This design comes from an exercise in tuning for small area, a short achievable clock period and few clock cycles on the open sky130 flow, not from production work. Only simulation tests tie the RTL to the original design; equivalence was not proved. Power is estimated from default activity; no workload was simulated.

==> flow/design.v <==
package sao_pkg;
  localparam int N_PIX     = 4;
  localparam int N_EO_TYPE = 4;
  localparam int DIFF_LEN  = 9;
  localparam int CNT_LEN   = 13;
  localparam int SUM_LEN   = 21;
  typedef enum logic [1:0] {EO_HOR, EO_VER, EO_135, EO_45} eo_type_e;
  localparam logic [2:0] SAO_CAT_NONE = 3'd0;
  localparam logic [2:0] SAO_CAT_1    = 3'd1;
  localparam logic [2:0] SAO_CAT_2    = 3'd2;
  localparam logic [2:0] SAO_CAT_3    = 3'd3;
  localparam logic [2:0] SAO_CAT_4    = 3'd4;
  typedef logic        [CNT_LEN-1:0] stat_cnt_t;
  typedef logic signed [SUM_LEN-1:0] stat_sum_t;
  typedef enum logic [1:0] {ST_IDLE, ST_ACC, ST_FLUSH, ST_DONE} acc_state_e;
endpackage
module sao_blk_cat_sum
#(
  parameter int diff_len = sao_pkg::DIFF_LEN,
  parameter int cnt_len  = sao_pkg::CNT_LEN,
  parameter int sum_len  = sao_pkg::SUM_LEN,
  parameter logic [10:0] seg = 11'b010_0100_1000   
) (
  input  logic                          clk,
  input  logic                          clr,       
  input  logic [3:0][5:0]               sel,       
  input  logic [diff_len-1:0]           d0, d1, d2, d3,
  input  logic [diff_len:0]             d01, d23,
  output logic [3:0][cnt_len-1:0]       cnt,
  output logic [3:0][sum_len-1:0]       sum,
  output logic                          settled    
);
  logic [3:0] bin_settled;
  assign settled = &bin_settled;
  localparam int PW  = diff_len + 1;        
  localparam int LW  = PW + 1;              
  localparam int HW  = sum_len - LW;        
  localparam int CLW = 3;                   
  localparam int CHW = cnt_len - CLW;       
  for (genvar c = 0; c < 4; c++) begin : g_bin
    logic [5:0]    sl;
    logic [PW-1:0] x, y;
    logic [LW-1:0] a, b;                    
    logic [LW-1:0] lo, u, s;
    logic [LW:0]   v, k;
    logic [LW-1:0] cr;                      
    logic          c11, v11;
    logic [HW-1:0] hi, hi_n;
    logic          inc, dec;
    assign sl = sel[c];
    for (genvar i = 0; i < PW; i++) begin : g_mux
      localparam int j = (i < diff_len) ? i : diff_len - 1;
      assign x[i] = (sl[0] & d0[j]) | (sl[1] & d1[j]) | (sl[2] & d01[i]);
      assign y[i] = (sl[3] & d2[j]) | (sl[4] & d3[j]) | (sl[5] & d23[i]);
    end
    assign a = {1'b1, ~x[PW-1], x[PW-2:0]};
    assign b = {1'b0, ~y[PW-1], y[PW-2:0]};
    assign v[0] = 1'b0;
    for (genvar i = 0; i < LW; i++) begin : g_csa
      assign u[i]   = lo[i] ^ a[i] ^ b[i];
      assign v[i+1] = (lo[i] & a[i]) | (lo[i] & b[i]) | (a[i] & b[i]);
    end
    assign k[0] = 1'b0;
    for (genvar i = 0; i < LW; i++) begin : g_cpa
      logic ki;
      if (seg[i]) begin : g_cut
        assign ki = cr[i];
      end else begin : g_chain
        assign ki = k[i];
      end
      assign s[i]   = u[i] ^ v[i] ^ ki;
      assign k[i+1] = (u[i] & v[i]) | (u[i] & ki) | (v[i] & ki);
    end
    always_ff @(posedge clk) begin
      for (int i = 0; i < LW; i++) begin
        lo[i] <= !clr && s[i];
        cr[i] <= !clr && seg[i] && k[i];
      end
      c11 <= !clr && k[LW];
      v11 <= clr || v[LW];
    end
    assign inc = c11 & v11;
    assign dec = ~c11 & ~v11;
    for (genvar i = 0; i < HW; i++) begin : g_hi
      if (i == 0) begin : g_b0
        assign hi_n[i] = hi[i] ^ (inc | dec);
      end else begin : g_bi
        assign hi_n[i] = hi[i] ^ ((inc & (&hi[i-1:0])) | (dec & ~(|hi[i-1:0])));
      end
    end
    always_ff @(posedge clk) begin
      hi <= clr ? '0 : hi_n;
    end
    assign sum[c] = {hi, lo};
    logic [CLW-1:0] clo, cs;
    logic [CHW-1:0] chi;
    logic           ce;
    logic           oa, ob, k1, k2, k3;
    assign oa    = sl[0] | sl[1];
    assign ob    = sl[3] | sl[4];
    assign cs[0] = clo[0] ^ oa ^ ob;
    assign k1    = (clo[0] & oa) | (clo[0] & ob) | (oa & ob);
    logic [1:0] b1;
    assign b1    = 2'(clo[1]) + 2'(sl[2]) + 2'(sl[5]) + 2'(k1);
    assign cs[1] = b1[0];
    assign k2    = b1[1];
    assign cs[2] = clo[2] ^ k2;
    assign k3    = clo[2] & k2;
    always_ff @(posedge clk) begin
      clo <= clr ? '0 : cs;
      ce  <= !clr && k3;
      chi <= clr ? '0 : chi + CHW'(ce);
    end
    assign cnt[c] = {chi, clo};
    assign bin_settled[c] = ~|(cr & seg) & (c11 ^ v11) & ~ce;
  end
endmodule
module sao_eo_stat_acc
#(
  parameter int n_pix     = sao_pkg::N_PIX,
  parameter int n_eo_type = sao_pkg::N_EO_TYPE,
  parameter int diff_len  = sao_pkg::DIFF_LEN,
  parameter int cnt_len   = sao_pkg::CNT_LEN,
  parameter int sum_len   = sao_pkg::SUM_LEN
) (
  input  logic                                  clk,
  input  logic                                  arst_n,
  input  logic                                  start,
  input  logic                                  in_valid,
  output logic                                  in_ready,
  input  logic                                  in_last,
  input  logic [n_eo_type-1:0][n_pix-1:0][2:0]  in_cat,
  input  logic [n_pix-1:0][diff_len-1:0]        in_diff,
  input  logic [n_eo_type-1:0][n_pix-1:0]       b_use,
  output logic                                  stat_valid,
  input  logic                                  stat_ready,
  output logic [n_eo_type-1:0][3:0][cnt_len-1:0] stat_cnt,
  output logic [n_eo_type-1:0][3:0][sum_len-1:0] stat_sum
);
  localparam logic [10:0] seg     = 11'b010_1010_1000;   
  logic accept;
  logic last_q;                   
  logic clr;
  logic wait_set;                 
  logic [n_eo_type-1:0] settled;
  logic [n_eo_type-1:0][3:0][5:0]       s1_sel;
  logic [n_pix-1:0][diff_len-1:0]       s1_d;
  logic [diff_len:0]                    s1_d01, s1_d23;
  assign accept = in_valid && in_ready && !start;
  always_ff @(posedge clk or negedge arst_n) begin
    if (!arst_n) begin
      in_ready   <= 1'b0;
      last_q     <= 1'b0;
      stat_valid <= 1'b0;
      wait_set   <= 1'b0;
      clr        <= 1'b0;
    end else begin
      in_ready   <= start || (in_ready && !(accept && in_last));
      last_q     <= accept && in_last;
      wait_set   <= !start && (last_q || (wait_set && !(&settled)));
      stat_valid <= !start && ((wait_set && (&settled)) || (stat_valid && !stat_ready));
      clr        <= start;
    end
  end
  for (genvar t = 0; t < n_eo_type; t++) begin : g_sel_t
    for (genvar c = 0; c < 4; c++) begin : g_sel_c
      logic [n_pix-1:0] m;
      for (genvar p = 0; p < n_pix; p++) begin : g_sel_p
        assign m[p] = b_use[t][p] && (in_cat[t][p] == sao_pkg::SAO_CAT_1 + 3'(c));
      end
      always_ff @(posedge clk)
        s1_sel[t][c] <= accept ? {m[2] & m[3], ~m[2] & m[3], m[2] & ~m[3],
                                  m[0] & m[1], ~m[0] & m[1], m[0] & ~m[1]} : 6'd0;
    end
  end
  always_ff @(posedge clk) begin
    s1_d   <= in_diff;
    s1_d01 <= {in_diff[0][diff_len-1], in_diff[0]} + {in_diff[1][diff_len-1], in_diff[1]};
    s1_d23 <= {in_diff[2][diff_len-1], in_diff[2]} + {in_diff[3][diff_len-1], in_diff[3]};
  end
  for (genvar t = 0; t < n_eo_type; t++) begin : g_type
    sao_blk_cat_sum #(
      .diff_len (diff_len),
      .cnt_len  (cnt_len),
      .sum_len  (sum_len),
      .seg      (seg)
    ) u_cat_sum (
      .clk  (clk),
      .clr  (clr),
      .sel  (s1_sel[t]),
      .d0   (s1_d[0]),
      .d1   (s1_d[1]),
      .d2   (s1_d[2]),
      .d3   (s1_d[3]),
      .d01  (s1_d01),
      .d23  (s1_d23),
      .cnt  (stat_cnt[t]),
      .sum  (stat_sum[t]),
      .settled (settled[t])
    );
  end
endmodule
Settings: LEC_CHECK=0, CAP_MARGIN=20, CORE_MARGIN=2, CORE_UTILIZATION=55, CTS_CLUSTER_DIAMETER=120, CTS_CLUSTER_SIZE=24, SETUP_SLACK_MARGIN=4.7, SLEW_MARGIN=20; clock period 7.5 ns.
standard.sh (not shown) runs the stock make flow with config.mk's settings and CLKGATE_MAP_FILE= SYNTH_SCRIPT=/design/flow/synth_recipe.tcl, a recipe that flattens the netlist after the stock synthesis.
==> flow/flow/run.sh <==
#!/bin/bash
# The standard layout, with the port buffers that placement inserts made of the
# smallest buffer cell (every port still gets its own buffer).
set -euo pipefail
export BUFFER_PORTS_ARGS="-buffer_cell sky130_fd_sc_hd__buf_1"
bash standard.sh > standard.log 2>&1
The baseline finished with timing, DRC and antenna clean.
Testbench counts at the start, summed over its fixed seeds: cycles 19,843.
==> next run, changes <==
--- a/flow/design.v
+++ b/flow/design.v
@@ -24,17 +24,14 @@
   input  logic                          clk,
   input  logic                          clr,       
   input  logic [3:0][5:0]               sel,       
   input  logic [diff_len-1:0]           d0, d1, d2, d3,
   input  logic [diff_len:0]             d01, d23,
   output logic [3:0][cnt_len-1:0]       cnt,
-  output logic [3:0][sum_len-1:0]       sum,
-  output logic                          settled    
+  output logic [3:0][sum_len-1:0]       sum
 );
-  logic [3:0] bin_settled;
-  assign settled = &bin_settled;
   localparam int PW  = diff_len + 1;        
   localparam int LW  = PW + 1;              
   localparam int HW  = sum_len - LW;        
   localparam int CLW = 3;                   
   localparam int CHW = cnt_len - CLW;       
   for (genvar c = 0; c < 4; c++) begin : g_bin
@@ -109,13 +106,12 @@
     always_ff @(posedge clk) begin
       clo <= clr ? '0 : cs;
       ce  <= !clr && k3;
       chi <= clr ? '0 : chi + CHW'(ce);
     end
     assign cnt[c] = {chi, clo};
-    assign bin_settled[c] = ~|(cr & seg) & (c11 ^ v11) & ~ce;
   end
 endmodule
 module sao_eo_stat_acc
 #(
   parameter int n_pix     = sao_pkg::N_PIX,
   parameter int n_eo_type = sao_pkg::N_EO_TYPE,
@@ -135,33 +131,30 @@
   output logic                                  stat_valid,
   input  logic                                  stat_ready,
   output logic [n_eo_type-1:0][3:0][cnt_len-1:0] stat_cnt,
   output logic [n_eo_type-1:0][3:0][sum_len-1:0] stat_sum
 );
   localparam logic [10:0] seg     = 11'b010_1010_1000;   
+  localparam int          n_flush = 6;                   
   logic accept;
-  logic last_q;                   
+  logic [n_flush-1:0] fl;
   logic clr;
-  logic wait_set;                 
-  logic [n_eo_type-1:0] settled;
   logic [n_eo_type-1:0][3:0][5:0]       s1_sel;
   logic [n_pix-1:0][diff_len-1:0]       s1_d;
   logic [diff_len:0]                    s1_d01, s1_d23;
   assign accept = in_valid && in_ready && !start;
   always_ff @(posedge clk or negedge arst_n) begin
     if (!arst_n) begin
       in_ready   <= 1'b0;
-      last_q     <= 1'b0;
+      fl         <= '0;
       stat_valid <= 1'b0;
-      wait_set   <= 1'b0;
       clr        <= 1'b0;
     end else begin
       in_ready   <= start || (in_ready && !(accept && in_last));
-      last_q     <= accept && in_last;
-      wait_set   <= !start && (last_q || (wait_set && !(&settled)));
-      stat_valid <= !start && ((wait_set && (&settled)) || (stat_valid && !stat_ready));
+      fl         <= start ? '0 : {fl[n_flush-2:0], accept && in_last};
+      stat_valid <= !start && (fl[n_flush-1] || (stat_valid && !stat_ready));
       clr        <= start;
     end
   end
   for (genvar t = 0; t < n_eo_type; t++) begin : g_sel_t
     for (genvar c = 0; c < 4; c++) begin : g_sel_c
       logic [n_pix-1:0] m;
@@ -192,11 +185,10 @@
       .d1   (s1_d[1]),
       .d2   (s1_d[2]),
       .d3   (s1_d[3]),
       .d01  (s1_d01),
       .d23  (s1_d23),
       .cnt  (stat_cnt[t]),
-      .sum  (stat_sum[t]),
-      .settled (settled[t])
+      .sum  (stat_sum[t])
     );
   end
 endmodule
Power is higher by a few percent.
Design area is higher slightly.
Count of clock-buffer cells in the layout is higher by 2.
Clock skew is higher by 0.0056 ns.
Utilization is higher by 0.37 points.
Sequential share of layout area is about the same.
Wire length is higher by a few percent.
Final cell count is higher slightly.
Testbench counts after the change, summed over its fixed seeds: cycles 19,928.

[port drivers added, routing unchanged]
The results above use ideal ports. As a check the final layouts listed here were re-extracted and re-timed, cells and wires unchanged. Step 1, drivers: a clkbuf_16 drives clk and a buf_2 each remaining input, both assumed. Step 2 adds t to the input delays and takes it off the output delays; t is the mean of the earliest and latest rising clock arrival at the registers after step 1. Input paths then give back, and output paths get back, about the clock's delay inside the block. Three values: ideal ports, drivers, drivers and shift; two values: the first two.
run	t (ns)	setup slack, ns	latest minus earliest clock arrival (ns)
the first run	0.676	4.707 / 4.634 / 4.389	0.033 / 0.033
the second run	0.683	4.728 / 4.655 / 4.340	0.051 / 0.051
After both steps every run listed still meets setup and hold. For the second run, which loses most, drivers alone change the setup slack by -0.073 ns; drivers and shift together by -0.388 ns.
